Background: an optimization exercise with open tools, aiming at small area, a short achievable clock period and few clock cycles per item. Do not read the settings as production practice. The RTL was checked by simulation tests, not by an equivalence proof against the original design.

`standard.sh`:
```
#!/bin/bash
# synth_recipe.tcl (not shown) runs the flow's synth.tcl, then flattens the netlist and writes it again
# the make line also repeats each setting of config.mk as NAME=value (left out here)
make -C /OpenROAD-flow-scripts/flow DESIGN_CONFIG=/design/flow/config.mk WORK_HOME=/design/flow/orfs CLKGATE_MAP_FILE= SYNTH_SCRIPT=/design/flow/synth_recipe.tcl "${@:-finish}"
```
`flow/abc.script`:
```
&get -n
&st
&dch
&nf
&put
buffer -c
topo
stime -c
upsize -c
dnsize -c
```
`constraint.sdc`:
```
create_clock -name core_clock -period 9.0 [get_ports {clock}]
set_input_delay 1.8000 -clock core_clock [delete_from_list [all_inputs] [get_ports {clock}]]
set_output_delay 1.8000 -clock core_clock [all_outputs]
set_load 0.01 [all_outputs]
```
`flow/run.sh`:
```
#!/bin/bash
# Own layout flow: the standard flow with two changes.
# 1. Synthesis maps the logic with flow/abc.script (ABC's &dch/&nf mapping, which suits the
#    XOR-heavy GF(2^8) arithmetic far better than abc_speed.script). The standard synthesis is
#    also run, into orfs_ref/, and the registers of the two netlists are compared; if they differ
#    the standard synthesis is used.
# 2. Every port still gets a buffer, but a plain sky130_fd_sc_hd__buf_1 (BUFFER_PORTS_ARGS)
#    rather than the delay buffer buffer_ports picks by default; the resizer sizes them up as needed.
set -uo pipefail
W=$PWD
sed -e "s#SYNTH_SCRIPT=[^ ]*#SYNTH_SCRIPT=$W/flow/synth.tcl#" standard.sh > my_synth.sh
sed -e "s#WORK_HOME=[^ ]*#WORK_HOME=$W/orfs_ref#" -e '/^if /,$d' standard.sh > ref_synth.sh
MY_ABC_SCRIPT=$W/flow/abc.script bash my_synth.sh synth > synth.log 2>&1 &
bash ref_synth.sh synth > ref_synth.log 2>&1
wait
RES=orfs/results/$FLOW_PLATFORM/aes_sbox_lanes/base
REF=orfs_ref/results/$FLOW_PLATFORM/aes_sbox_lanes/base
if ! python3 flow/regs.py $RES/1_2_yosys.v $REF/1_2_yosys.v > regs.log 2>&1; then
  echo "own synthesis differs from the standard one; using the standard flow" >> regs.log
  rm -rf orfs
fi
BUFFER_PORTS_ARGS="-buffer_cell sky130_fd_sc_hd__buf_1" bash standard.sh > layout.log 2>&1
```
`flow/synth.tcl`:
```
# synth_recipe.tcl (the standard synthesis) with one change: Yosys's abc pass runs the ABC script
# named by MY_ABC_SCRIPT instead of ORFS's abc_speed.script. Registers are mapped before abc
# runs, so their names and cells are those of the standard synthesis.
proc synth {args} { yosys synth -nofsm -noshare {*}$args }
proc abc {args} {
  set i [lsearch -exact $args -script]
  if {$i >= 0} { lset args [expr {$i + 1}] $::env(MY_ABC_SCRIPT) }
  yosys abc {*}$args
}
source $::env(SCRIPTS_DIR)/synth.tcl
# left out here: clear keep_hierarchy, flatten, clean up, hide names made inside functions, write 1_2_yosys.v
```
`flow/regs.py`:
```
# regs.py A.v B.v: compares the flip-flops (instance name and cell type) of two netlists.
import re, sys
def regs(path):
    out = {}
    for cell, name in re.findall(r'^\s*(sky130_fd_sc_hd__\w*df\w*)\s+(\S+)\s*\(', open(path).read(), re.M):
        out[name] = re.sub(r'_\d+$', '', cell)
    return out
a, b = regs(sys.argv[1]), regs(sys.argv[2])
print(f"{len(a)} and {len(b)} flip-flops")
if a != b:
    print("registers differ:", sorted(set(a.items()) ^ set(b.items()))[:20])
    sys.exit(1)
print("registers match")
```
`config.mk`:
```
export PLATFORM = sky130hd
export DESIGN_NAME = aes_sbox_lanes
export DESIGN_NICKNAME = aes_sbox_lanes
export VERILOG_FILES = /design/flow/design.v
export SDC_FILE = /design/flow/constraint.sdc
export NUM_CORES = 4
export LEC_CHECK = 0
export ABC_CLOCK_PERIOD_IN_PS = 4000
export CAP_MARGIN = 20
export CORE_MARGIN = 2
export CORE_UTILIZATION = 50
export SETUP_SLACK_MARGIN = 4.9
export SLEW_MARGIN = 20
export TNS_END_PERCENT = 100
```
`design.v`:
```
module aes_sbox_lane (
    input  logic        clk_i,
    input  logic [1:0]  en_i,      
    input  logic [7:0]  s0_i,
    input  logic [7:0]  s1_i,
    input  logic [15:0] rnd_i,
    output logic [7:0]  s0_o,
    output logic [7:0]  s1_o
);
    function automatic logic [7:0] gmul(input logic [7:0] a, input logic [7:0] b);
        logic [7:0] p, x;
        p = '0;
        x = a;
        for (int i = 0; i < 8; i++) begin
            p = b[i] ? p ^ x : p;
            x = {x[6:0], 1'b0} ^ (x[7] ? 8'h1b : 8'h00);
        end
        gmul = p;
    endfunction
    function automatic logic [3:0] g16_mul(input logic [3:0] a, input logic [3:0] b);
        logic [3:0] p, x;
        p = '0;
        x = a;
        for (int i = 0; i < 4; i++) begin
            p = b[i] ? p ^ x : p;
            x = {x[2:0], 1'b0} ^ (x[3] ? 4'h3 : 4'h0);
        end
        g16_mul = p;
    endfunction
    function automatic logic [3:0] g16_inv(input logic [3:0] a);
        case (a)
            4'd0: g16_inv = 4'd0;
            4'd1: g16_inv = 4'd1;
            4'd2: g16_inv = 4'd9;
            4'd3: g16_inv = 4'd14;
            4'd4: g16_inv = 4'd13;
            4'd5: g16_inv = 4'd11;
            4'd6: g16_inv = 4'd7;
            4'd7: g16_inv = 4'd6;
            4'd8: g16_inv = 4'd15;
            4'd9: g16_inv = 4'd2;
            4'd10: g16_inv = 4'd12;
            4'd11: g16_inv = 4'd5;
            4'd12: g16_inv = 4'd10;
            4'd13: g16_inv = 4'd4;
            4'd14: g16_inv = 4'd3;
            4'd15: g16_inv = 4'd8;
            default: g16_inv = 4'd0;
        endcase
    endfunction
    function automatic logic [7:0] sq(input logic [7:0] a);
        sq[0] = a[0] ^ a[4] ^ a[6];
        sq[1] = a[4] ^ a[6] ^ a[7];
        sq[2] = a[1] ^ a[5];
        sq[3] = a[4] ^ a[5] ^ a[6] ^ a[7];
        sq[4] = a[2] ^ a[4] ^ a[7];
        sq[5] = a[5] ^ a[6];
        sq[6] = a[3] ^ a[5];
        sq[7] = a[6] ^ a[7];
    endfunction
    function automatic logic [7:0] p4(input logic [7:0] a);
        p4[0] = a[0] ^ a[2] ^ a[3] ^ a[5] ^ a[6] ^ a[7];
        p4[1] = a[2] ^ a[3] ^ a[4] ^ a[5] ^ a[6];
        p4[2] = a[4] ^ a[5] ^ a[7];
        p4[3] = a[2] ^ a[3] ^ a[4];
        p4[4] = a[1] ^ a[2] ^ a[4] ^ a[5] ^ a[6];
        p4[5] = a[3] ^ a[6];
        p4[6] = a[4] ^ a[7];
        p4[7] = a[3] ^ a[5] ^ a[6] ^ a[7];
    endfunction
    function automatic logic [7:0] p16(input logic [7:0] a);
        p16[0] = a[0] ^ a[4] ^ a[5] ^ a[6];
        p16[1] = a[1];
        p16[2] = a[1] ^ a[2] ^ a[4] ^ a[6] ^ a[7];
        p16[3] = a[1] ^ a[3] ^ a[4] ^ a[6] ^ a[7];
        p16[4] = a[1] ^ a[5] ^ a[6];
        p16[5] = a[2] ^ a[3] ^ a[7];
        p16[6] = a[1] ^ a[2] ^ a[3] ^ a[4] ^ a[7];
        p16[7] = a[2] ^ a[3] ^ a[5];
    endfunction
    function automatic logic [7:0] lin(input logic [7:0] a);
        lin[0] = a[0] ^ a[4] ^ a[5] ^ a[6] ^ a[7];
        lin[1] = a[0] ^ a[1] ^ a[5] ^ a[6] ^ a[7];
        lin[2] = a[0] ^ a[1] ^ a[2] ^ a[6] ^ a[7];
        lin[3] = a[0] ^ a[1] ^ a[2] ^ a[3] ^ a[7];
        lin[4] = a[0] ^ a[1] ^ a[2] ^ a[3] ^ a[4];
        lin[5] = a[1] ^ a[2] ^ a[3] ^ a[4] ^ a[5];
        lin[6] = a[2] ^ a[3] ^ a[4] ^ a[5] ^ a[6];
        lin[7] = a[3] ^ a[4] ^ a[5] ^ a[6] ^ a[7];
    endfunction
    function automatic logic [7:0] to_t(input logic [7:0] a);
        to_t[0] = a[0] ^ a[5] ^ a[7];
        to_t[1] = a[2];
        to_t[2] = a[2] ^ a[3] ^ a[4] ^ a[5] ^ a[6] ^ a[7];
        to_t[3] = a[3] ^ a[4];
        to_t[4] = a[4] ^ a[5] ^ a[6];
        to_t[5] = a[1] ^ a[4] ^ a[6] ^ a[7];
        to_t[6] = a[2] ^ a[3] ^ a[5] ^ a[7];
        to_t[7] = a[5] ^ a[7];
    endfunction
    function automatic logic [7:0] sq_from_t(input logic [7:0] a);
        sq_from_t[0] = a[0] ^ a[2] ^ a[6] ^ a[7];
        sq_from_t[1] = a[4] ^ a[7];
        sq_from_t[2] = a[2] ^ a[5] ^ a[6] ^ a[7];
        sq_from_t[3] = a[2] ^ a[6] ^ a[7];
        sq_from_t[4] = a[2] ^ a[3] ^ a[4];
        sq_from_t[5] = a[1] ^ a[3] ^ a[4] ^ a[6] ^ a[7];
        sq_from_t[6] = a[1] ^ a[2] ^ a[4] ^ a[7];
        sq_from_t[7] = a[1] ^ a[3] ^ a[4] ^ a[6];
    endfunction
    function automatic logic [7:0] lin_from_t(input logic [7:0] a);
        lin_from_t[0] = a[0] ^ a[2] ^ a[6];
        lin_from_t[1] = a[0] ^ a[1] ^ a[2] ^ a[3] ^ a[4] ^ a[5];
        lin_from_t[2] = a[0] ^ a[3] ^ a[5] ^ a[6];
        lin_from_t[3] = a[0] ^ a[2] ^ a[5];
        lin_from_t[4] = a[0] ^ a[1] ^ a[3] ^ a[4] ^ a[5];
        lin_from_t[5] = a[1] ^ a[2] ^ a[3] ^ a[5] ^ a[6] ^ a[7];
        lin_from_t[6] = a[4] ^ a[6] ^ a[7];
        lin_from_t[7] = a[1] ^ a[2];
    endfunction
    function automatic logic [3:0] g16_lsq(input logic [3:0] a);
        g16_lsq[0] = a[2];
        g16_lsq[1] = a[1] ^ a[2] ^ a[3];
        g16_lsq[2] = a[1];
        g16_lsq[3] = a[0] ^ a[2] ^ a[3];
    endfunction
    function automatic logic [3:0] g16_sq(input logic [3:0] a);
        g16_sq[0] = a[0] ^ a[2];
        g16_sq[1] = a[2];
        g16_sq[2] = a[1] ^ a[3];
        g16_sq[3] = a[3];
    endfunction
    logic [7:0] x;
    logic [7:0] a;
    logic [7:0] r0;
    logic [7:0] r0_q1;
    logic [7:0] r1;
    logic [7:0] r1_q1;
    logic [7:0] x2;
    logic [7:0] x3;
    logic [7:0] x3_q1;
    logic [7:0] g1;
    logic [7:0] g1_q1;
    logic [7:0] tx;
    logic [7:0] tx_q1;
    logic [7:0] tx_q2;
    logic [7:0] tx_q3;
    logic [7:0] g1p;
    logic [7:0] h2;
    logic [7:0] h2_q2;
    logic [7:0] x12;
    logic [7:0] x12_q2;
    logic [7:0] zc;
    logic [7:0] zc_q2;
    logic [7:0] zd;
    logic [7:0] zd_q2;
    logic [7:0] zd_q3;
    logic [7:0] h2p;
    logic [7:0] h3;
    logic [7:0] h3_q3;
    logic [3:0] d;
    logic [3:0] d_q3;
    logic [7:0] x2b;
    logic [7:0] h4;
    logic [7:0] l4;
    logic [3:0] di;
    logic [7:0] sbl;
    logic [7:0] o1;
    logic [7:0] o0;
    always_comb begin
        x   = s0_i ^ s1_i;
        a   = sq(s1_i);
        r0  = rnd_i[7:0];
        r1  = rnd_i[15:8];
        x2  = sq(x);
        x3  = gmul(x, x2);
        g1  = gmul(x, a) ^ r0;
        tx  = to_t(x);
    end
    always_ff @(posedge clk_i) begin
        r0_q1 <= r0;
        r1_q1 <= r1;
        x3_q1 <= x3;
        g1_q1 <= g1;
        tx_q1 <= tx;
    end
    always_comb begin
        g1p = p4(g1_q1);
        h2  = gmul(x3_q1, g1p) ^ r1_q1;
        x12 = p4(x3_q1);
        zc  = r0_q1 ^ {r1_q1[3:0], r1_q1[7:4]};
        zd  = r1_q1 ^ {r0_q1[4:0], r0_q1[7:5]};
    end
    always_ff @(posedge clk_i) begin
        if (en_i[0]) begin
            tx_q2 <= tx_q1;
            h2_q2 <= h2;
            x12_q2 <= x12;
            zc_q2 <= zc;
            zd_q2 <= zd;
        end
    end
    always_comb begin
        h2p = p16(h2_q2);
        h3  = gmul(x12_q2, h2p) ^ zc_q2;
        d   = g16_lsq(tx_q2[7:4]) ^ g16_mul(tx_q2[7:4], tx_q2[3:0]) ^ g16_sq(tx_q2[3:0]);
    end
    always_ff @(posedge clk_i) begin
        if (en_i[1]) begin
            tx_q3 <= tx_q2;
            zd_q3 <= zd_q2;
            h3_q3 <= h3;
            d_q3 <= d;
        end
    end
    always_comb begin
        x2b = sq_from_t(tx_q3);
        h4  = gmul(h3_q3, x2b) ^ zd_q3;
        l4  = lin(h4);
        di  = g16_inv(d_q3);
        sbl = lin_from_t({g16_mul(tx_q3[7:4], di), g16_mul(tx_q3[7:4] ^ tx_q3[3:0], di)});
        o1  = l4 ^ 8'h63;
        o0  = l4 ^ sbl;
    end
    assign s0_o = o0;
    assign s1_o = o1;
endmodule
module aes_sbox_lanes (
    input  logic        clock,
    input  logic        reset,
    input  logic        in_valid,
    output logic        in_ready,
    input  logic [31:0] in_share0,
    input  logic [31:0] in_share1,
    input  logic        rnd_valid,
    output logic        rnd_ready,
    input  logic [63:0] rnd_data,
    input  logic [63:0] prng_seed,
    output logic        out_valid,
    input  logic        out_ready,
    output logic [31:0] out_share0,
    output logic [31:0] out_share1,
    output logic [3:0]  credits_used
);
    localparam int RING = 5;
    logic              rst_q, acc_q;
    logic              accept, pop, push, full, adv2, adv3;
    logic [31:0]       core_o0, core_o1;
    logic [2:1]        v_q;
    logic [2:0]        v;                 
    logic [3:0]        cr_q, cr, cred;
    logic              head_v_q, head_v;
    logic [63:0]       head_q;
    logic [2:0]        cnt_q, cnt;        
    logic [2:0]        rd_q, rd, wr;      
    logic [RING-1:0][63:0] ring_q;
    logic              ring_rd, ring_wr, head_ld;
    logic              unused_seed;
    always_comb begin
        v      = rst_q ? '0 : {v_q, acc_q};
        cr     = rst_q ? '0 : cr_q;
        cred   = cr + 4'(v[0]);
        head_v = ~rst_q & head_v_q;
        cnt    = rst_q ? '0 : cnt_q;
        rd     = rst_q ? '0 : rd_q;
        wr     = (4'(rd) + 4'(cnt) >= 4'(RING)) ? rd + cnt - 3'(RING) : rd + cnt;
    end
    assign unused_seed  = ^prng_seed;
    assign in_ready     = ~reset & ~cred[3];
    assign accept       = in_valid & rnd_valid & in_ready;
    assign rnd_ready    = accept;
    assign credits_used = cred;
    for (genvar l = 0; l < 4; l++) begin : g_lane
        aes_sbox_lane u_lane (
            .clk_i (clock),
            .en_i  ({adv3, adv2}),
            .s0_i  (in_share0[8*l +: 8]),
            .s1_i  (in_share1[8*l +: 8]),
            .rnd_i (rnd_data[16*l +: 16]),
            .s0_o  (core_o0[8*l +: 8]),
            .s1_o  (core_o1[8*l +: 8])
        );
    end
    assign out_valid  = ~reset & head_v;
    assign pop        = out_valid & out_ready;
    assign out_share0 = head_q[31:0];
    assign out_share1 = head_q[63:32];
    always_comb begin
        full    = head_v & (cnt == 3'(RING));
        adv3    = ~v[2] | ~full | pop;
        adv2    = ~v[1] | adv3;
        push    = v[2] & adv3;
        ring_rd = pop & (cnt != 3'd0);
        head_ld = ring_rd | (push & (pop | ~head_v));
        ring_wr = push & ~(head_ld & ~ring_rd);
    end
    always_ff @(posedge clock) begin
        rst_q    <= reset;
        acc_q    <= accept;
        v_q[1]   <= adv2 ? v[0] : v[1];
        v_q[2]   <= adv3 ? v[1] : v[2];
        cr_q     <= cred - 4'(pop);
        head_v_q <= head_ld | (head_v & ~pop);
        cnt_q    <= cnt + 3'(ring_wr) - 3'(ring_rd);
        rd_q     <= !ring_rd ? rd : (rd == 3'(RING - 1)) ? 3'd0 : rd + 3'd1;
    end
    always_ff @(posedge clock) begin
        if (head_ld) head_q <= ring_rd ? ring_q[rd] : {core_o1, core_o0};
        for (int i = 0; i < RING; i++)
            if (ring_wr && wr == 3'(i)) ring_q[i] <= {core_o1, core_o0};
    end
endmodule
```
==> results of run 1 <==
worst max-delay path, cell delays in order:
cell and delay (ns):
buf_8 0.11, nor2_4 0.09, and3_4 0.19, buf_6 0.10
how the worst max path moves through the flow:
stage	from	endpoint	slack (ns)	depth (start not counted)
2_1_floorplan	reset	ring_q[256]	4.25	8
3_3_place_gp	reset	ring_q[242]	3.18	12
3_5_place_dp	reset	ring_q[243]	3.11	12
4_1_cts	g_lane[0].u_lane.tx_q3[2]	head_q[1]	4.84	12
5_1_grt	g_lane[2].u_lane.tx_q3[6]	head_q[23]	4.75	12
6_report	reset	rnd_ready	4.91	4
final cells by class:
type / instances / share of cell area (%)
Clock buffer: 120 / 3.88
Clock inverter: 53 / 0.759
Inverter: 68 / 0.429
Multi-Input combinational cell: 4482 / 51.9
Sequential cell: 847 / 36.7
Tap cell: 1500 / 2.93
Timing Repair Buffer: 361 / 3.36
Timing Repair inverter: 1 / 0.0137
metal layers:
metal	vias up	wire [um]	global-route usage, %
met2	852	57300	34.0
li1	18636	-	-
met5	-	0	0
met3	151	6580	2.84
met4	0	2500	5.05
met1	17443	60100	31.5
what timing repair did:
action                     4_1_cts  5_1_grt
setup buffers                   58       42
cloned                           4        2
pin swaps                       24       34
gates resized for setup        135       86
setup endpoints to repair      579      358
placed cells by master (no fill, tap or decap), drive strengths merged, types with 9 or more instances in the layout:
cell / n
a21oi: 71
a221o: 11
a22oi: 24
a31oi: 9
a32oi: 22
and3: 15
buf: 359
clkbuf: 122
clkinv: 38
clkinvlp: 10
dfxtp: 191
edfxtp: 656
ha: 44
inv: 71
mux2i: 75
nand2: 486
nand2b: 32
nor2: 1043
nor2b: 54
nor3: 12
o21ai: 135
o21bai: 10
o22ai: 68
xnor2: 1695
xnor3: 58
xor2: 567
xor3: 9
logic make-up after synthesis:
logic type               after synthesis
AO/OA/AOI/OAI                        373
flip-flops                           847
adder cells (fa/ha/maj)               46
AND/OR/NAND/NOR                     1650
multiplexers                          80
XOR/XNOR                            2329
buffers and inverters                282
==> notes.md, run 1 <==
Worst hold path:
- Counting instances, the worst hold path has a depth of 0.
- The min-delay analysis places its worst path in the category flop to flop.
- The path with the worst hold slack has its endpoint at g_lane[0].u_lane.tx_q2[4].
- The worst hold path begins at g_lane[0].u_lane.tx_q1[4].

Finish:
- The footprint of the multi-input gates is about 33000 um^2.
- The number of antenna diodes in the final layout is 0.
- The register containing the most flip-flops in the final layout is ring_q.
- The post-layout net count is 6096.
- In the final layout, the registers with the most flip-flops are ring_q (320), head_q (64).
- The number of fill cells is 9677.
- The flip-flop count of the largest register, all copies and words added is 320.
- Once layout is complete, the utilization of the core stands at a little under three fifths.
- The filler-free cell count of the finished design is 7432.
- Summing all flip-flop and latch instances after layout gives around 24000 um^2.
- The layout-stage area growth over the synthesis result is 13.8%.
- Cells with a size suffix above 1 make up 8.53% of the layout.
- Summing all non-filler instances in the final layout gives an area of roughly 64000 um^2.

Logic synthesis:
- Ranked by instance count, the synthesized netlist is headed by xnor2_1 (1674), nor2_1 (1042), edfxtp_1 (656).
- The adder-cell share of the synthesized area is ~1.0%.
- The cell with the most instances after synthesis is xnor2_1.
- The synthesized netlist devotes 4.01% of its cell area to compound gates.
- In this run, synthesis produced a sequential element count of 847.
- The simple-gate area share of the yosys netlist is 11.5%.
- After synthesis, the largest family of logic cells by area is XOR/XNOR gates.
- After synthesis the cells add up to 56300 um^2.
- A synthesized cell averages about 10 um^2.
- The share of synthesized area spent on multiplexers is 1.43%.
- The synthesized-area fraction occupied by xor and xnor cells is around two fifths.
- The synthesized design devotes to its leading area cell type 35.0% of total area.
- The sequential fraction of the synthesis area is 41.7%.
- Yosys mapped the design onto 52 distinct sky130hd cell types.
- The total of warnings raised by yosys is 2.
- The synthesized netlist net count is 5850.
- The async set-reset flop share out of synthesis is 0%.
- The cell count after synthesis is 5607.
- The biggest area contributor in the post-synthesis netlist is edfxtp_1.
- The flip-flop cell with the highest count after synthesis is edfxtp_1.
- By area the synthesized netlist is led by edfxtp_1 (35%), xnor2_1 (26%), xor2_1 (8.7%).
- Yosys mapped a number of flops with a built-in enable equal to approximately 660.

Clock tree:
- At the later pin of the worst-skew pair, clock insertion delay measures 0.68 ns.
- The deepest clock path buffer count is 3.
- The number of clock sinks is about 850.
- The number of H-tree levels is 3.
- The clock edge transition at the registers on the reported setup and hold paths is 0.07 ns.
- Counting the buffers created by CTS gives 92.
- After clock tree synthesis, the flow added hold-fix buffers numbering 0.
- The CTS tree is built.
- The clock root buffer is clkbuf_16.

Timing:
- After layout, the worst path uses a little under half of the clock period.
- The time the worst path needs with I/O delays and setup is ~4 ns.
- Once routing completed, OpenROAD measured the worst setup slack at 4.91 ns.
- Setup repair after global routing could not meet its margin everywhere.
- The worst hold slack is 0.381 ns.
- On the final layout, the worst clock skew is 0.0594 ns.
- Headroom to the max-slew limit came out at 23.2%.
- Static timing analysis puts the maximum clock frequency at 0.245 GHz.
- Setup violations remaining at the end of the flow were counted as 0.
- The max-slew violation total from the final report is 0.
- After routing, the total negative slack on setup checks comes to 0 ns.
- The count of final hold-check violations is 0.
- The actual transition at the worst max-transition pin is 1.15 ns.

Floorplan:
- The die outline width is 340 um.
- The floorplan step set the die height to 340 um.
- The die covers 115000 um^2.
- The initial standard-cell utilization of the core is 50.2%.
- The total area inside the core boundary comes to 112000 um^2.
- The floorplan has 123 rows.
- 268 I/O pins were placed.

Critical path:
- The category of the worst setup path capture point is a primary output.
- In this run the critical register-to-register path is launched from g_lane[0].u_lane.tx_q3[2].
- Data on the critical path arrives at its endpoint at 2.29 ns.
- The setup check on the worst reg-to-reg path leaves a slack of 4.95 ns.
- The number of cells traversed by the worst register-to-register path is 12.
- In this run the critical register-to-register path is captured at head_q[5].
- The highest net fanout along the worst path is 3.
- The start-to-end type of the worst setup path is primary input to primary output.
- The endpoint required time on the critical path is 7.20 ns.
- The category of the worst setup path launch point is a primary input.

Global routing:
- Entering global routing, the biggest net connects 121 pins.
- The via count of the first global-routing pass was roughly 36000.
- The first-pass GRT wire length is 201 mm.
- Global routing finished with a remaining overflow of 0.
- Global routing used 21.6% of the available tracks.
- The initial antenna violation count came to 1.

Detailed routing:
- Dividing the detail-routed wire length by the instance count gives around 17 um.
- The first-pass iteration count of the detailed router is 5.
- The routed wire length is 127 mm.
- The starting DRC count in detailed routing is 2696.
- Across all layers, the routed design uses 37082 vias.
- After detailed routing, the number of vias per cell comes to about 5.0.
- The residual DRC count is 0.
- Once detail routing completed, the nets flagged for antenna violations numbered 0.

Place:
- Prior to clock tree synthesis, the placed netlist has a worst setup slack of just over 3 ns.
- The count of buffers from port buffering is 203.
- In this run the cell area measured after placement is 58800 um^2.
- The global placer's final weighted congestion is 0.846.
- The number of placed cells counting well taps is 7153.
- The HPWL reported at the end of detailed placement is 85.6 mm.

Flow run:
- Max-cap violations in this run came to 0.

Run status:
- The flow ran to the end and the layout has no timing, DRC or antenna violations.
Testbench counts, summed over its fixed seeds: cycles 16,032, items 16,000.
==> run 2: changes to the inputs <==
==> flow/abc.script (replaced) <==
&get -n
&st
&dch
&nf
&put
==> run 2 against run 1 <==
Effect of this change:
- critical endpoint unchanged
- via count grew 0.69%
- setup slack lost 0.020 ns
- still clean
- critical path type unchanged
- largest cell class unchanged
==> notes.md, run 2 <==
Run status:
- Status: timing/DRC/antenna clean (unchanged).

Finish:
- The finished layout cell area is 64700 um^2 (was 64100 um^2).
- The register containing the most flip-flops in the final layout is ring_q (unchanged).
- The leading cell type in the layout, fill and taps excluded is xnor2_1 (unchanged).
- The filler-free cell count of the finished design is 7441 (was 7432).
- The layout cell share with drive strength beyond 1 came to 9.34% (was 8.53%).
- The post-layout net count is 6132 (was 6096).
- The layout-stage area growth over the synthesis result is 17.1% (was 13.8%).
- The flip-flop count of the largest register, all copies and words added came to 320 (unchanged).
- Most frequent cells in the layout: xnor2_1 (1582), nor2_1 (1035), edfxtp_1 (656), xor2_1 (537), nand2_1 (480) (was xnor2_1 (1582), nor2_1 (1036), edfxtp_1 (656), xor2_1 (538), nand2_1 (481)).
- Regs by FF count: ring_q (320), head_q (64) (unchanged).
- The post-layout utilization of the core is 59.2% (was 57.1%).

Detailed routing:
- The routed wire length came to 127 mm (about the same).
- The final routed wire length divided by cell count was 17.1 um (was 17.0 um).
- The residual DRC count is 0 (unchanged).
- The per-cell via count in the routed design is 5.02 (was 4.99).
- The first-pass iteration count of the detailed router was 5 (unchanged).
- The residual antenna-violating net count after detailed routing is 0 (unchanged).
- The starting DRC count in detailed routing came to 2446 (was 2696).
- The via count is 37337 (was 37082).

Logic synthesis:
- The count of flip-flops with a built-in enable after synthesis is 656 (unchanged).
- The total of warnings raised by yosys was 2 (unchanged).
- The area of the mapped netlist came to 55200 um^2 (was 56300 um^2).
- The synthesized area per cell is 10.2 um^2 (was 10.0 um^2).
- The number of distinct library cells after synthesis is 39 (was 52).
- The flip-flop cell with the highest count after synthesis is edfxtp_1 (unchanged).
- The async set-reset flop share out of synthesis is 0% (unchanged).
- Dominant cells by area after synthesis: edfxtp_1 (36%), xnor2_1 (27%), xor2_1 (9.0%) (was edfxtp_1 (35%), xnor2_1 (26%), xor2_1 (8.7%)).
- The synthesized netlist net count was 5636 (was 5850).
- The cell taking the most area after synthesis is edfxtp_1 (unchanged).
- The area share of the largest cell type after synthesis is 35.7% (was 35.0%).
- The cell count after synthesis was 5393 (was 5607).
- The number of flip-flops and latches in the synthesized netlist came to 847 (unchanged).
- Leading post-synthesis cells by instance count: xnor2_1 (1695), nor2_1 (1042), edfxtp_1 (656) (was xnor2_1 (1674), nor2_1 (1042), edfxtp_1 (656)).
- The cell with the most instances after synthesis is xnor2_1 (unchanged).
- The sequential fraction of the synthesis area is 42.6% (was 41.7%).

Critical path:
- The launch point of the worst reg-to-reg path is g_lane[3].u_lane.h3_q3[6] (was g_lane[0].u_lane.tx_q3[2]).
- The endpoint of the most critical setup path is rnd_ready (unchanged).
- The start-to-end type of the worst setup path is primary input to primary output (unchanged).
- The category of the worst setup path capture point is a primary output (unchanged).
- The worst path arrival time is 2.31 ns (was 2.29 ns).
- The number of cells traversed by the worst register-to-register path is 11 (was 12).
- The category of the worst setup path launch point is a primary input (unchanged).
- The timing startpoint of the critical path is reset (unchanged).
- The endpoint required time on the critical path is 7.20 ns (about the same).
- The highest net fanout along the worst path is 3 (unchanged).
- The critical register-to-register path endpoint is head_q[26] (was head_q[5]).

Floorplan:
- The number of top-level pins is 268 (unchanged).
- The height of the die is 336 um (was 340 um).
- The standard cell core area was 109000 um^2 (was 112000 um^2).
- The die outline width is 336 um (was 340 um).
- The initial standard-cell utilization of the core is 50.6% (was 50.2%).
- The overall die area is 113000 um^2 (was 115000 um^2).
- The site row count was 121 (was 123).

Clock tree:
- The clock edge transition at the registers on the reported setup and hold paths is 0.06 ns (was 0.07 ns).
- The number of H-tree levels was 3 (unchanged).
- The deepest clock path buffer count was 3 (unchanged).
- The CTS tree is built (unchanged).
- The number of buffers created by CTS was 91 (was 92).
- The number of clock sinks is 847 (unchanged).
- The clock insertion delay at the later pin of the skew report came to 0.67 ns (was 0.68 ns).
- The number of buffers added to fix hold violations after cts was 0 (unchanged).
- The clock root buffer was clkbuf_16 (unchanged).

Timing:
- The max-slew headroom at the worst pin is 25.0% (was 23.2%).
- The final total negative setup slack is 0 ns (unchanged).
- The maximum clock skew at final layout was 0.0379 ns (was 0.0594 ns).
- The final critical-path share of the clock period is 45.7% (was 45.4%).
- The time the worst path needs with I/O delays and setup is 4.11 ns (was 4.09 ns).
- The count of final hold-check violations was 0 (unchanged).
- Unrepaired setup endpoints after global routing: true (unchanged).
- The final number of setup-violating endpoints was 0 (unchanged).
- The max-slew violation total from the final report is 0 (unchanged).
- The worst hold slack is 0.377 ns (was 0.381 ns).
- The highest clock rate is 0.243 GHz (was 0.245 GHz).
- The actual transition at the worst max-transition pin is 1.13 ns (was 1.15 ns).

Worst hold path:
- The launch instance of the worst min-delay path is g_lane[0].u_lane.tx_q1[0] (was g_lane[0].u_lane.tx_q1[4]).
- The type of the tightest min-delay check is flop to flop (unchanged).

Global routing:
- The largest net degree at the start of global routing is 91 (was 121).
- The global routing usage summed across all routing layers is 22.1% (was 21.6%).
- The total overflow reported by the global router came to 0 (unchanged).
- The initial antenna violation count is 0 (was 1).
- The via count of the first global-routing pass is 35935 (was 35811).
- The first-pass GRT wire length is 201 mm (about the same).

Flow run:
- The number of maximum-capacitance constraint violations came to 0 (unchanged).

Place:
- The count of buffers from port buffering came to 203 (unchanged).
- The global placer's final weighted congestion came to 0.857 (was 0.846).
- The HPWL reported at the end of detailed placement is 85.2 mm (was 85.6 mm).
- The number of placed cells counting well taps is 7139 (was 7153).
- The cell area after placement is 58500 um^2 (was 58800 um^2).
-- run 2: changes by cell type in the layout (fill, tap and decap cells not counted), sizes merged, moves of 5 or more --
| cell | change |
|---|---|
| bufinv | +7 |
| buf | +33 |
| clkbuf | +6 |
| clkinv | +51 |
| inv | -61 |
| clkinvlp | -9 |
| bufbuf | +5 |
-- run 2: kinds of logic after synthesis --
kind of cell | Yosys count | share of synthesized area (%)
and+or+nand+nor | 1650 | 11.7
muxes | 80 | 1.46
AOI/OAI and AO/OA | 373 | 4.09
adders and majority gates | 46 | 1.07
DFF | 847 | 42.6
xor gates and xnor gates | 2329 | 38.6
buffers and inverters | 68 | 0.462
-- run 2: critical path, cell delays in order --
cell and delay [ns]:
buf_8 0.11, nor2_4 0.11, and3_4 0.20, buf_6 0.10
-- run 2: cell type report --
type / instances / area [um^2]
Fill cell: 9250 / 44500
Multi-Input combinational cell: 4481 / 33300
Sequential cell: 847 / 23500
Timing Repair Buffer: 399 / 2680
Clock buffer: 126 / 2540
Tap cell: 1476 / 1850
Clock inverter: 41 / 519
Inverter: 68 / 284
Timing Repair inverter: 1 / 11.3
Antenna cell: 2 / 5.00
-- run 2: timing repair --
item / CTS / global route
cloned: 8 / 5
buffers inserted: 73 / 47
pin swaps: 18 / 29
endpoints found under the setup margin: 733 / 491
gates resized for setup: 168 / 112
-- run 2: worst min path at each step --
| stage | endpoint | slack (ns) | depth (start not counted) |
|---|---|---|---|
| final | g_lane[0].u_lane.tx_q2[0] | 0.38 | 0 |
| after global routing | g_lane[0].u_lane.tx_q2[0] | 0.38 | 0 |
| after CTS | g_lane[0].u_lane.tx_q2[0] | 0.38 | 0 |
| after detailed placement | g_lane[0].u_lane.tx_q2[0] | 0.39 | 0 |
| after global placement | g_lane[1].u_lane.tx_q2[5] | 0.39 | 0 |
| after floorplan | g_lane[0].u_lane.tx_q2[0] | 0.39 | 0 |
-- run 2: through the flow --
stage	setup WS, ns
global route	4.77
floorplan	-1.81
CTS	4.78
detailed placement	2.63
finish	4.89
global placement	2.59
-- run 2: routing by layer --
layer | GRT usage, % | up-vias | share of wire [%]
met5 | 0 | - | 0
met4 | 5.12 | 0 | 1.9
met3 | 2.61 | 155 | 4.7
met2 | 35.2 | 817 | 46
met1 | 32.3 | 17646 | 48
li1 | - | 18719 | -
==> run 3: changes to the inputs <==
==> flow/abc.script (replaced) <==
&get -n
&st
&dch
&nf
&put
buffer -c
topo
stime -c
upsize -c
dnsize -c
--- a/config.mk
+++ b/config.mk
@@ -9,6 +9,6 @@
 export CAP_MARGIN = 20
 export CORE_MARGIN = 2
 export CORE_UTILIZATION = 50
-export SETUP_SLACK_MARGIN = 4.9
+export SETUP_SLACK_MARGIN = 5
 export SLEW_MARGIN = 20
 export TNS_END_PERCENT = 100
==> run 3 against run 2 <==
Effect of this change:
- hold slack better by 0.020 ns
- die area up 2.0%
- sequential share of layout area down 0.43 points
- critical path type unchanged
- critical endpoint unchanged
- highest routed layer unchanged
==> notes.md, run 3 <==
Logic synthesis:
- The async set-reset flop share out of synthesis is 0% (unchanged).
- The cell with the most instances after synthesis is xnor2_1 (unchanged).
- The area of the mapped netlist came to 56300 um^2 (was 55200 um^2).
- The cell count after synthesis is 5607 (was 5393).
- The count of flip-flops with a built-in enable after synthesis is 656 (unchanged).
- The number of flip-flops and latches in the synthesized netlist was 847 (unchanged).
- The synthesized netlist net count was 5850 (was 5636).
- Dominant cells by area after synthesis: edfxtp_1 (35%), xnor2_1 (26%), xor2_1 (8.7%) (was edfxtp_1 (36%), xnor2_1 (27%), xor2_1 (9.0%)).
- Leading post-synthesis cells by instance count: xnor2_1 (1674), nor2_1 (1042), edfxtp_1 (656) (was xnor2_1 (1695), nor2_1 (1042), edfxtp_1 (656)).
- The cell taking the most area after synthesis is edfxtp_1 (unchanged).
- The synthesized area per cell came to 10.0 um^2 (was 10.2 um^2).
- The number of distinct library cells after synthesis was 52 (was 39).
- The total of warnings raised by yosys came to 2 (unchanged).
- The area share of the largest cell type after synthesis came to 35.0% (was 35.7%).
- The sequential fraction of the synthesis area is 41.7% (was 42.6%).
- The flip-flop cell with the highest count after synthesis is edfxtp_1 (unchanged).

Finish:
- The register containing the most flip-flops in the final layout is ring_q (unchanged).
- The leading cell type in the layout, fill and taps excluded is xnor2_1 (unchanged).
- The flip-flop and latch area is 23500 um^2 (unchanged).
- The number of fill cells is 9473 (was 9250).
- The layout cell share with drive strength beyond 1 was 10.6% (was 9.34%).
- The post-layout net count came to 6183 (was 6132).
- Most frequent cells in the layout: xnor2_1 (1561), nor2_1 (1034), edfxtp_1 (656), xor2_1 (533), nand2_1 (480) (was xnor2_1 (1582), nor2_1 (1035), edfxtp_1 (656), xor2_1 (537), nand2_1 (480)).
- The count of antenna diodes in the layout is 0 (was 2).
- The layout-stage area growth over the synthesis result is 16.2% (was 17.1%).
- Regs by FF count: ring_q (320), head_q (64) (unchanged).
- The flip-flop count of the largest register, all copies and words added is 320 (unchanged).
- The footprint of the multi-input gates came to 33800 um^2 (was 33300 um^2).

Clock tree:
- The CTS tree is built (unchanged).
- The number of H-tree levels came to 3 (unchanged).
- The clock root buffer was clkbuf_16 (unchanged).
- The clock insertion delay at the later pin of the skew report was 0.69 ns (was 0.67 ns).
- The number of buffers created by CTS is 94 (was 91).
- The number of clock sinks is 847 (unchanged).
- The deepest clock path buffer count was 3 (unchanged).
- The number of buffers added to fix hold violations after cts is 0 (unchanged).
- The clock edge transition at the registers on the reported setup and hold paths is 0.06 ns (about the same).

Worst hold path:
- The number of instances on the worst hold path is 0 (unchanged).
- The type of the tightest min-delay check is flop to flop (unchanged).

Critical path:
- The endpoint required time on the critical path is 7.20 ns (about the same).
- The start-to-end type of the worst setup path was primary input to primary output (unchanged).
- The category of the worst setup path capture point is a primary output (unchanged).
- The category of the worst setup path launch point is a primary input (unchanged).
- The highest net fanout along the worst path is 3 (unchanged).
- The worst path arrival time is 2.26 ns (was 2.31 ns).
- The number of cells traversed by the worst register-to-register path is 13 (was 11).

Timing:
- The worst hold slack is 0.397 ns (was 0.377 ns).
- The count of final hold-check violations came to 0 (unchanged).
- The max-slew headroom at the worst pin is 22.4% (was 25.0%).
- The final total negative setup slack is 0 ns (unchanged).
- Unrepaired setup endpoints after global routing: true (unchanged).
- The time the worst path needs with I/O delays and setup is 4.06 ns (was 4.11 ns).
- The actual transition at the worst max-transition pin is 1.16 ns (was 1.13 ns).
- The final number of setup-violating endpoints came to 0 (unchanged).
- The final critical-path share of the clock period is 45.1% (was 45.7%).
- The max-slew violation total from the final report came to 0 (unchanged).
- The highest clock rate is 0.246 GHz (was 0.243 GHz).
- The maximum clock skew at final layout came to 0.0459 ns (was 0.0379 ns).

Detailed routing:
- The residual DRC count was 0 (unchanged).
- The per-cell via count in the routed design is 5.01 (was 5.02).
- The starting DRC count in detailed routing came to 2494 (was 2446).
- The first-pass iteration count of the detailed router came to 5 (unchanged).
- The residual antenna-violating net count after detailed routing came to 0 (unchanged).
- The final routed wire length divided by cell count came to 17.3 um (was 17.1 um).
- The routed wire length is 130 mm (was 127 mm).
- The via count is 37708 (was 37337).

Global routing:
- The global routing usage summed across all routing layers is 21.7% (was 22.1%).
- The largest net degree at the start of global routing is 121 (was 91).
- The initial antenna violation count was 1 (was 0).
- The via count of the first global-routing pass is 35737 (was 35935).
- The first-pass GRT wire length is 201 mm (about the same).
- The total overflow reported by the global router is 0 (unchanged).

Place:
- The HPWL reported at the end of detailed placement came to 86.2 mm (was 85.2 mm).
- The count of buffers from port buffering is 203 (unchanged).
- The global placer's final weighted congestion was 0.844 (was 0.857).

Flow run:
- The number of maximum-capacitance constraint violations is 0 (unchanged).

Floorplan:
- The height of the die is 340 um (was 336 um).
- The number of top-level pins is 268 (unchanged).
- The standard cell core area was 112000 um^2 (was 109000 um^2).
- The site row count is 123 (was 121).
- The overall die area came to 115000 um^2 (was 113000 um^2).
- The die outline width came to 340 um (was 336 um).
- The initial standard-cell utilization of the core came to 50.2% (was 50.6%).

Run status:
- Status: timing/DRC/antenna clean (unchanged).
run 3: area by class of cell:
class | instances | share of cell area [%]
Clock inverter | 53 | 0.772
Timing Repair Buffer | 443 | 4.36
Multi-Input combinational cell | 4484 | 51.6
Clock buffer | 123 | 4.00
Inverter | 68 | 0.421
Timing Repair inverter | 2 | 0.0268
Tap cell | 1500 | 2.87
Sequential cell | 847 | 35.9
run 3: critical path, stage by stage:
cell and delay, ns:
buf_8 0.11, nor2_4 0.08, and3_4 0.18, buf_6 0.10
run 3: through the flow:
| stage | setup slack (ns) | utilization, % | area [um^2] | cells |
|---|---|---|---|---|
| floorplan | 4.25 | - | 56500 | 5607 |
| global placement | 3.37 | 52.4 | 58800 | 7154 |
| CTS | 4.88 | 56.7 | 63600 | 7407 |
| detailed placement | 3.34 | 52.4 | 58800 | 7154 |
| global route | 4.86 | 58.3 | 65400 | 7520 |
| finish | 4.94 | 58.3 | 65400 | 7520 |
run 3: kinds of logic (layout without fill, tap and decap cells):
kind of cell	after synthesis	in the layout	share of synthesized area [%]
muxes	80	80	1.43
xor gates and xnor gates	2329	2329	38.3
AOI/OAI and AO/OA	373	374	4.01
and+or+nand+nor	1650	1655	11.5
buffers and inverters	282	689	1.95
DFF	847	847	41.7
adders and majority gates	46	46	1.05
run 3: metal layers:
layer / share of wire, % / vias to the layer above / GRT usage [%]
li1: - / 18814 / -
met5: 0 / - / 0
met3: 6.0 / 176 / 3.64
met4: 2.1 / 0 / 5.64
met2: 46 / 918 / 34.1
met1: 46 / 17800 / 31.2
run 3: path summary, 6_finish.rpt:
check                            start                        end  slack [ns]
max                              reset                  rnd_ready        4.94
min          g_lane[3].u_lane.tx_q1[6]  g_lane[3].u_lane.tx_q2[6]        0.40
max reg2reg  g_lane[3].u_lane.h3_q3[6]                 head_q[30]        4.96
min reg2reg  g_lane[3].u_lane.tx_q1[6]  g_lane[3].u_lane.tx_q2[6]        0.40
run 3: repair_timing:
action,CTS,global route
setup endpoints to repair,738,601
setup buffers,71,109
gates resized for setup,161,134
cloned,6,4
pin swaps,32,69
==> run 4: changes to the inputs <==
--- a/config.mk
+++ b/config.mk
@@ -9,6 +9,9 @@
 export CAP_MARGIN = 20
 export CORE_MARGIN = 2
 export CORE_UTILIZATION = 50
-export SETUP_SLACK_MARGIN = 5
+export CTS_BUF_LIST = sky130_fd_sc_hd__clkbuf_8
+export CTS_CLUSTER_DIAMETER = 80
+export CTS_CLUSTER_SIZE = 20
+export SETUP_SLACK_MARGIN = 4.9
 export SLEW_MARGIN = 20
 export TNS_END_PERCENT = 100
==> run 4 against run 3 <==
Effect of this change:
- still clean
- die area is the same
- setup slack lost 0.025 ns
- via count fell by 2.5%
- largest cell class unchanged
==> notes.md, run 4 <==
Finish:
- The layout cell share with drive strength beyond 1 came to 7.77% (was 10.6%).
- Most frequent cells in the layout: xnor2_1 (1588), nor2_1 (1036), edfxtp_1 (656), xor2_1 (535), nand2_1 (481) (was xnor2_1 (1561), nor2_1 (1034), edfxtp_1 (656), xor2_1 (533), nand2_1 (480)).
- The flip-flop count of the largest register, all copies and words added is 320 (unchanged).
- The register containing the most flip-flops in the final layout is ring_q (unchanged).
- The post-layout net count is 6075 (was 6183).
- The leading cell type in the layout, fill and taps excluded is xnor2_1 (unchanged).
- The layout-stage area growth over the synthesis result is 10.8% (was 16.2%).
- The finished layout cell area is 62400 um^2 (was 65400 um^2).
- Regs by FF count: ring_q (320), head_q (64) (unchanged).

Worst hold path:
- The hold path endpoint is g_lane[0].u_lane.tx_q2[4] (was g_lane[3].u_lane.tx_q2[6]).
- The type of the tightest min-delay check is flop to flop (unchanged).
- The number of instances on the worst hold path came to 0 (unchanged).
- The launch instance of the worst min-delay path is g_lane[0].u_lane.tx_q1[4] (was g_lane[3].u_lane.tx_q1[6]).

Global routing:
- The via count of the first global-routing pass came to 35393 (was 35737).
- The total overflow reported by the global router is 0 (unchanged).
- The global routing usage summed across all routing layers is 21.4% (was 21.7%).
- The largest net degree at the start of global routing is 121 (unchanged).
- The first-pass GRT wire length was 200 mm (was 201 mm).
- The initial antenna violation count is 1 (unchanged).

Detailed routing:
- The sum of met2 wire segment lengths after detailed routing is 57.1 mm (was 59.1 mm).
- The residual DRC count is 0 (unchanged).
- The final routed wire length divided by cell count came to 17.0 um (was 17.3 um).
- The routed wire length came to 125 mm (was 130 mm).
- The residual antenna-violating net count after detailed routing is 0 (unchanged).
- The via count was 36773 (was 37708).
- The total length of routed met3 wires is 6.11 mm (was 7.79 mm).
- The starting DRC count in detailed routing is 2535 (was 2494).
- The uppermost signal routing layer after detailed routing is met4 (unchanged).
- The per-cell via count in the routed design is 4.98 (was 5.01).
- The first-pass iteration count of the detailed router is 5 (unchanged).
- The routed metal-1 wirelength is 59.9 mm (was 60.2 mm).

Clock tree:
- The CTS tree is built (unchanged).
- The clock root buffer is clkbuf_8 (was clkbuf_16).
- The number of buffers added to fix hold violations after cts is 0 (unchanged).
- The clock edge transition at the registers on the reported setup and hold paths came to 0.12 ns (was 0.06 ns).
- The number of H-tree levels is 2 (was 3).
- The number of buffers created by CTS is 55 (was 94).
- The clock insertion delay at the later pin of the skew report is 0.82 ns (was 0.69 ns).
- The deepest clock path buffer count was 3 (unchanged).
- The number of clock sinks came to 847 (unchanged).

Critical path:
- The category of the worst setup path launch point is a primary input (unchanged).
- The launch point of the worst reg-to-reg path was g_lane[1].u_lane.tx_q3[3] (was g_lane[3].u_lane.h3_q3[6]).
- The critical register-to-register path endpoint is head_q[13] (was head_q[30]).
- The endpoint required time on the critical path is 7.20 ns (about the same).
- The category of the worst setup path capture point is a primary output (unchanged).
- The number of cells traversed by the worst register-to-register path is 11 (was 13).
- The highest net fanout along the worst path was 3 (unchanged).
- The start-to-end type of the worst setup path is primary input to primary output (unchanged).
- The worst path arrival time is 2.29 ns (was 2.26 ns).

Floorplan:
- The standard cell core area is 112000 um^2 (unchanged).
- The initial standard-cell utilization of the core is 50.2% (unchanged).
- The site row count is 123 (unchanged).
- The overall die area was 115000 um^2 (unchanged).
- The height of the die is 340 um (unchanged).
- The die outline width is 340 um (unchanged).
- The number of top-level pins is 268 (unchanged).

Logic synthesis:
- The async set-reset flop share out of synthesis is 0% (unchanged).
- The area share of the largest cell type after synthesis is 35.0% (unchanged).
- The synthesized netlist net count was 5850 (unchanged).
- The cell taking the most area after synthesis was edfxtp_1 (unchanged).
- The total of warnings raised by yosys is 2 (unchanged).
- The cell count after synthesis was 5607 (unchanged).
- The number of flip-flops and latches in the synthesized netlist is 847 (unchanged).
- The sequential fraction of the synthesis area is 41.7% (unchanged).
- The cell with the most instances after synthesis is xnor2_1 (unchanged).
- Dominant cells by area after synthesis: edfxtp_1 (35%), xnor2_1 (26%), xor2_1 (8.7%) (unchanged).
- The number of distinct library cells after synthesis is 52 (unchanged).
- The area of the mapped netlist came to 56300 um^2 (unchanged).
- Leading post-synthesis cells by instance count: xnor2_1 (1674), nor2_1 (1042), edfxtp_1 (656) (unchanged).
- The count of flip-flops with a built-in enable after synthesis came to 656 (unchanged).
- The synthesized area per cell came to 10.0 um^2 (unchanged).
- The flip-flop cell with the highest count after synthesis is edfxtp_1 (unchanged).

Place:
- The cell area after placement is 58800 um^2 (unchanged).
- The HPWL reported at the end of detailed placement came to 85.6 mm (was 86.2 mm).
- The global placer's final weighted congestion is 0.846 (was 0.844).
- The count of buffers from port buffering is 203 (unchanged).

Timing:
- The maximum clock skew at final layout is 0.0905 ns (was 0.0459 ns).
- The count of final hold-check violations was 0 (unchanged).
- The highest clock rate is 0.245 GHz (was 0.246 GHz).
- Unrepaired setup endpoints after global routing: true (unchanged).
- The actual transition at the worst max-transition pin is 1.16 ns (about the same).
- The max-slew headroom at the worst pin is 22.4% (about the same).
- The max-slew violation total from the final report came to 0 (unchanged).
- The time the worst path needs with I/O delays and setup was 4.09 ns (was 4.06 ns).
- The final critical-path share of the clock period came to 45.4% (was 45.1%).
- The final number of setup-violating endpoints is 0 (unchanged).
- The final total negative setup slack is 0 ns (unchanged).

Run status:
- Status: timing/DRC/antenna clean (unchanged).

Flow run:
- The number of maximum-capacitance constraint violations is 0 (unchanged).
run 4: cell counts after synthesis:
No cell type changed its count.
run 4: cell type report:
type,count,area [um^2]
clock inverters,48,372
diodes,1,2.50
fillers,9847,49800
inverters,68,275
clock buffers,56,771
repair inverters,1,8.76
repair buffers,377,2240
flip-flops and latches,847,23500
multi-input cells,4482,33300
well taps,1500,1880
run 4: what timing repair did:
action / in CTS / in global routing
endpoints found under the setup margin: 533 / 313
pin swaps: 24 / 31
cloned: 4 / 1
gates resized for setup: 136 / 87
setup buffers: 60 / 56
run 4: routing by layer:
layer | global-route usage [%] | vias to the layer above
li1 | - | 18541
met1 | 31.4 | 17326
met2 | 34.0 | 790
met3 | 2.55 | 116
met4 | 4.78 | 0
met5 | 0 | -
run 4: worst max path at each step:
stage,startpoint,end,slack [ns],depth (start not counted)
floorplan,reset,ring_q[256],4.25,8
global route,g_lane[1].u_lane.tx_q3[3],head_q[13],4.82,11
global placement,reset,ring_q[242],3.18,12
detailed placement,reset,ring_q[243],3.11,12
CTS,g_lane[1].u_lane.tx_q3[4],head_q[13],4.82,12
finish,reset,rnd_ready,4.91,4
run 4: cells by family after synthesis:
kind of cell             synth area share (%)
buffers and inverters                    1.95
AND/OR/NAND/NOR                          11.5
AO/OA/AOI/OAI                            4.01
multiplexers                             1.43
flip-flops                               41.7
adder cells (fa/ha/maj)                  1.05
XOR/XNOR                                 38.3
run 4: critical path, stage by stage:
cell and delay, ns:
buf_6 0.11, nor2_4 0.10, and3_4 0.19, buf_6 0.10
run 4: stage by stage:
step / worst slack (ns) / utilization, % / hold WS [ns] / std cells
finish: 4.91 / 55.6 / 0.365 / 7380
global route: 4.82 / 55.6 / 0.359 / 7380
CTS: 4.82 / 54.7 / 0.357 / 7321
detailed placement: 3.11 / 52.4 / 0.389 / 7153
global placement: 3.18 / 52.4 / 0.387 / 7153
floorplan: 4.25 / - / 0.386 / 5607
==> run 5: changes to the inputs <==
--- a/config.mk
+++ b/config.mk
@@ -10,8 +10,8 @@
 export CORE_MARGIN = 2
 export CORE_UTILIZATION = 50
 export CTS_BUF_LIST = sky130_fd_sc_hd__clkbuf_8
-export CTS_CLUSTER_DIAMETER = 80
-export CTS_CLUSTER_SIZE = 20
+export CTS_CLUSTER_DIAMETER = 60
+export CTS_CLUSTER_SIZE = 14
 export SETUP_SLACK_MARGIN = 4.9
 export SLEW_MARGIN = 20
 export TNS_END_PERCENT = 100
==> run 5 against run 4 <==
Effect of this change:
- still clean
- first-iteration DRC count is 2.1% higher
- clock skew is 0.046 ns lower
- non-clock buffer count is 22 lower
- hold slack better by 0.028 ns
- count of clock-buffer cells in the layout is 40 higher
- routed wire length is 0.51% higher
- core utilization is 0.53 points higher
- fmax hardly changed
- via count is 0.58% higher
- register-to-register slack worse by 0.07 ns
==> notes.md, run 5 <==
Timing:
- The actual transition at the worst max-transition pin is 1.16 ns (about the same).
- The count of final hold-check violations is 0 (unchanged).
- The time the worst path needs with I/O delays and setup came to 4.09 ns (about the same).
- The worst path setup slack after routing is 4.91 ns (about the same).
- Unrepaired setup endpoints after global routing: true (unchanged).
- The final number of setup-violating endpoints is 0 (unchanged).
- The worst hold slack was 0.393 ns (was 0.365 ns).
- The max-slew headroom at the worst pin is 22.3% (was 22.4%).
- The highest clock rate is 0.245 GHz (about the same).
- The final critical-path share of the clock period is 45.4% (about the same).
- The max-slew violation total from the final report is 0 (unchanged).
- The final total negative setup slack came to 0 ns (unchanged).
- The maximum clock skew at final layout is 0.0443 ns (was 0.0905 ns).

Place:
- The count of buffers from port buffering is 203 (unchanged).
- The global placer's final weighted congestion is 0.846 (unchanged).
- The HPWL reported at the end of detailed placement is 85.6 mm (unchanged).
- The number of placed cells counting well taps is 7153 (unchanged).
- The cell area after placement is 58800 um^2 (unchanged).
- The pre-CTS setup slack came to 3.11 ns (unchanged).

Critical path:
- The category of the worst setup path capture point is a primary output (unchanged).
- The endpoint required time on the critical path was 7.20 ns (about the same).
- The sum of buffers and inverters on the critical path was 2 (unchanged).
- The total number of cells along the worst setup path is 4 (unchanged).
- The number of cells traversed by the worst register-to-register path came to 11 (unchanged).
- The worst path arrival time is 2.29 ns (about the same).
- The delay of the slowest cell on the worst path is 0.19 ns (about the same).
- The highest net fanout along the worst path is 3 (unchanged).
- Critical path cell sequence: buf_8, nor2_4, and3_4, buf_6 (was buf_6, nor2_4, and3_4, buf_6).
- The start-to-end type of the worst setup path is primary input to primary output (unchanged).
- The cell type group with the largest total delay on the critical path is simple AND/OR/NAND/NOR gates (unchanged).
- The worst-path cell with the longest stage delay was and3_4 (unchanged).
- The category of the worst setup path launch point was a primary input (unchanged).

Logic synthesis:
- The cell with the most instances after synthesis is xnor2_1 (unchanged).
- The cell count after synthesis was 5607 (unchanged).
- The total of warnings raised by yosys is 2 (unchanged).
- The number of flip-flops and latches in the synthesized netlist is 847 (unchanged).
- The sequential fraction of the synthesis area is 41.7% (unchanged).
- Leading post-synthesis cells by instance count: xnor2_1 (1674), nor2_1 (1042), edfxtp_1 (656) (unchanged).
- The cell taking the most area after synthesis is edfxtp_1 (unchanged).
- The area of the mapped netlist is 56300 um^2 (unchanged).
- The number of distinct library cells after synthesis came to 52 (unchanged).
- The flip-flop cell with the highest count after synthesis is edfxtp_1 (unchanged).
- Dominant cells by area after synthesis: edfxtp_1 (35%), xnor2_1 (26%), xor2_1 (8.7%) (unchanged).
- The area share of the largest cell type after synthesis is 35.0% (unchanged).
- The synthesized netlist net count is 5850 (unchanged).
- The synthesized area per cell is 10.0 um^2 (unchanged).
- The async set-reset flop share out of synthesis is 0% (unchanged).
- The count of flip-flops with a built-in enable after synthesis is 656 (unchanged).

Global routing:
- The most used routing layer in global routing is met2 (unchanged).
- The global routing usage summed across all routing layers came to 21.6% (was 21.4%).
- The initial antenna violation count was 4 (was 1).
- The met3 demand-to-capacity share in global routing is 2.51% (was 2.55%).
- The total overflow reported by the global router is 0 (unchanged).
- The largest net degree at the start of global routing is 121 (unchanged).
- The first-pass GRT wire length came to 201 mm (was 200 mm).
- The met2 usage in global routing is 34.0% (about the same).
- The met1 routing resource usage after global routing is 31.7% (was 31.4%).
- The via count of the first global-routing pass came to 35714 (was 35393).

Clock tree:
- The clock root buffer is clkbuf_8 (unchanged).
- The number of buffers added to fix hold violations after cts is 0 (unchanged).
- The deepest clock path buffer count is 3 (unchanged).
- The CTS tree is built (unchanged).
- The number of H-tree levels came to 3 (was 2).
- The clock edge transition at the registers on the reported setup and hold paths is 0.08 ns (was 0.12 ns).
- The clock insertion delay at the later pin of the skew report is 0.80 ns (was 0.82 ns).
- The number of buffers created by CTS is 88 (was 55).
- The number of clock sinks is 847 (unchanged).

Finish:
- The flip-flop count of the largest register, all copies and words added is 320 (unchanged).
- Regs by FF count: ring_q (320), head_q (64) (unchanged).
- The post-layout net count is 6086 (was 6075).
- Most frequent cells in the layout: xnor2_1 (1587), nor2_1 (1036), edfxtp_1 (656), xor2_1 (535), nand2_1 (481) (was xnor2_1 (1588), nor2_1 (1036), edfxtp_1 (656), xor2_1 (535), nand2_1 (481)).
- The leading cell type in the layout, fill and taps excluded is xnor2_1 (unchanged).
- The layout-stage area growth over the synthesis result is 11.8% (was 10.8%).
- The register containing the most flip-flops in the final layout is ring_q (unchanged).
- The layout cell share with drive strength beyond 1 came to 8.51% (was 7.77%).
- The filler-free cell count of the finished design came to 7414 (was 7380).
- The post-layout utilization of the core is 56.2% (was 55.6%).
- The finished layout cell area is 63000 um^2 (was 62400 um^2).

Floorplan:
- The height of the die is 340 um (unchanged).
- The initial standard-cell utilization of the core was 50.2% (unchanged).
- The standard cell core area is 112000 um^2 (unchanged).
- The die outline width is 340 um (unchanged).
- The site row count is 123 (unchanged).
- The overall die area is 115000 um^2 (unchanged).
- The number of top-level pins was 268 (unchanged).

Run status:
- Status: timing/DRC/antenna clean (unchanged).

Detailed routing:
- The routed wire length is 126 mm (was 125 mm).
- The first-pass iteration count of the detailed router is 5 (unchanged).
- The via count came to 36986 (was 36773).
- The residual DRC count is 0 (unchanged).
- The residual antenna-violating net count after detailed routing is 0 (unchanged).
- The per-cell via count in the routed design is 4.99 (was 4.98).
- The final routed wire length divided by cell count was 17.0 um (about the same).
- The starting DRC count in detailed routing came to 2587 (was 2535).

Worst hold path:
- The number of instances on the worst hold path came to 0 (unchanged).
- The type of the tightest min-delay check is flop to flop (unchanged).

Flow run:
- The number of maximum-capacitance constraint violations came to 0 (unchanged).
## run 5: what timing repair did
| item | CTS | global route |
|---|---|---|
| buffers inserted | 58 | 36 |
| endpoints found under the setup margin | 537 | 326 |
| gates cloned | 4 | 2 |
| pin swaps | 21 | 25 |
| resized for setup | 138 | 92 |
## run 5: worst paths after layout
check,start,endpoint,slack (ns)
worst max-delay path,reset,rnd_ready,4.91
worst min-delay path,g_lane[3].u_lane.tx_q1[7],g_lane[3].u_lane.tx_q2[7],0.39
worst max register to register,g_lane[0].u_lane.tx_q3[6],head_q[5],4.93
worst min register to register,g_lane[3].u_lane.tx_q1[7],g_lane[3].u_lane.tx_q2[7],0.39
## run 5: final cells by class
class	count	area (um^2)
Fill cell	9814	49200
Multi-Input combinational cell	4482	33300
Sequential cell	847	23500
Timing Repair Buffer	355	2130
Tap cell	1500	1880
Clock buffer	96	1320
Clock inverter	64	553
Inverter	68	275
Timing Repair inverter	1	8.76
Antenna cell	1	2.50
## run 5: cell families after synthesis
logic type	count (synthesis)	share of synthesized area, %
XOR/XNOR	2329	38.3
flip-flops	847	41.7
AO/OA/AOI/OAI	373	4.01
buffers and inverters	282	1.95
AND/OR/NAND/NOR	1650	11.5
adder cells (fa/ha/maj)	46	1.05
multiplexers	80	1.43
## run 5: worst register-to-register path: cells and delay by family, from the launching register on
family / cells / cell delay [ns]
xor+xnor: 9 / 2.72
flops: 1 / 0.52
compound gates: 1 / 0.43
simple gates: 1 / 0.16
## run 5: per-layer routing
metal	share of wire, %	wire (um)
met5	0	0
met4	1.8	2310
met3	5.0	6270
met2	45	57200
met1	48	60200

afterwards: timing with drivers on the ports:
The results above use ideal ports. As a check the final layouts listed here were re-extracted and re-timed, cells and wires unchanged. Step 1: set_driving_cell puts a clkbuf_16 on clock and a buf_2 on each other input, an assumption about the parent block. Step 2 moves the port delays by t, midway between the first and last clock arrival at a register: inputs arrive t later, outputs are due t later. That takes back most of the time a late clock gives input paths. a / b / c = no drivers / after step 1 / after step 2; a / b = the first two.
run	t (ns)	slack for setup (ns)	hold slack, ns	worst setup path at the end	pins driven straight from the clock port
run 1	0.718	4.910 / 4.868 / 4.380	0.381 / 0.381 / 0.381	input to register	1
run 2	0.722	4.891 / 4.850 / 4.364	0.377 / 0.377 / 0.377	input to register	1
run 3	0.728	4.938 / 4.898 / 4.335	0.397 / 0.397 / 0.397	input to register	1
run 4	0.843	4.912 / 4.878 / 4.266	0.365 / 0.365 / 0.365	input to register	1
run 5	0.846	4.911 / 4.869 / 4.315	0.393 / 0.393 / 0.393	input to register	1
After both steps setup and hold are still met in every run listed. The setup slack of run 4, which loses most, moves by -0.034 ns with the drivers and by -0.646 ns with both steps.
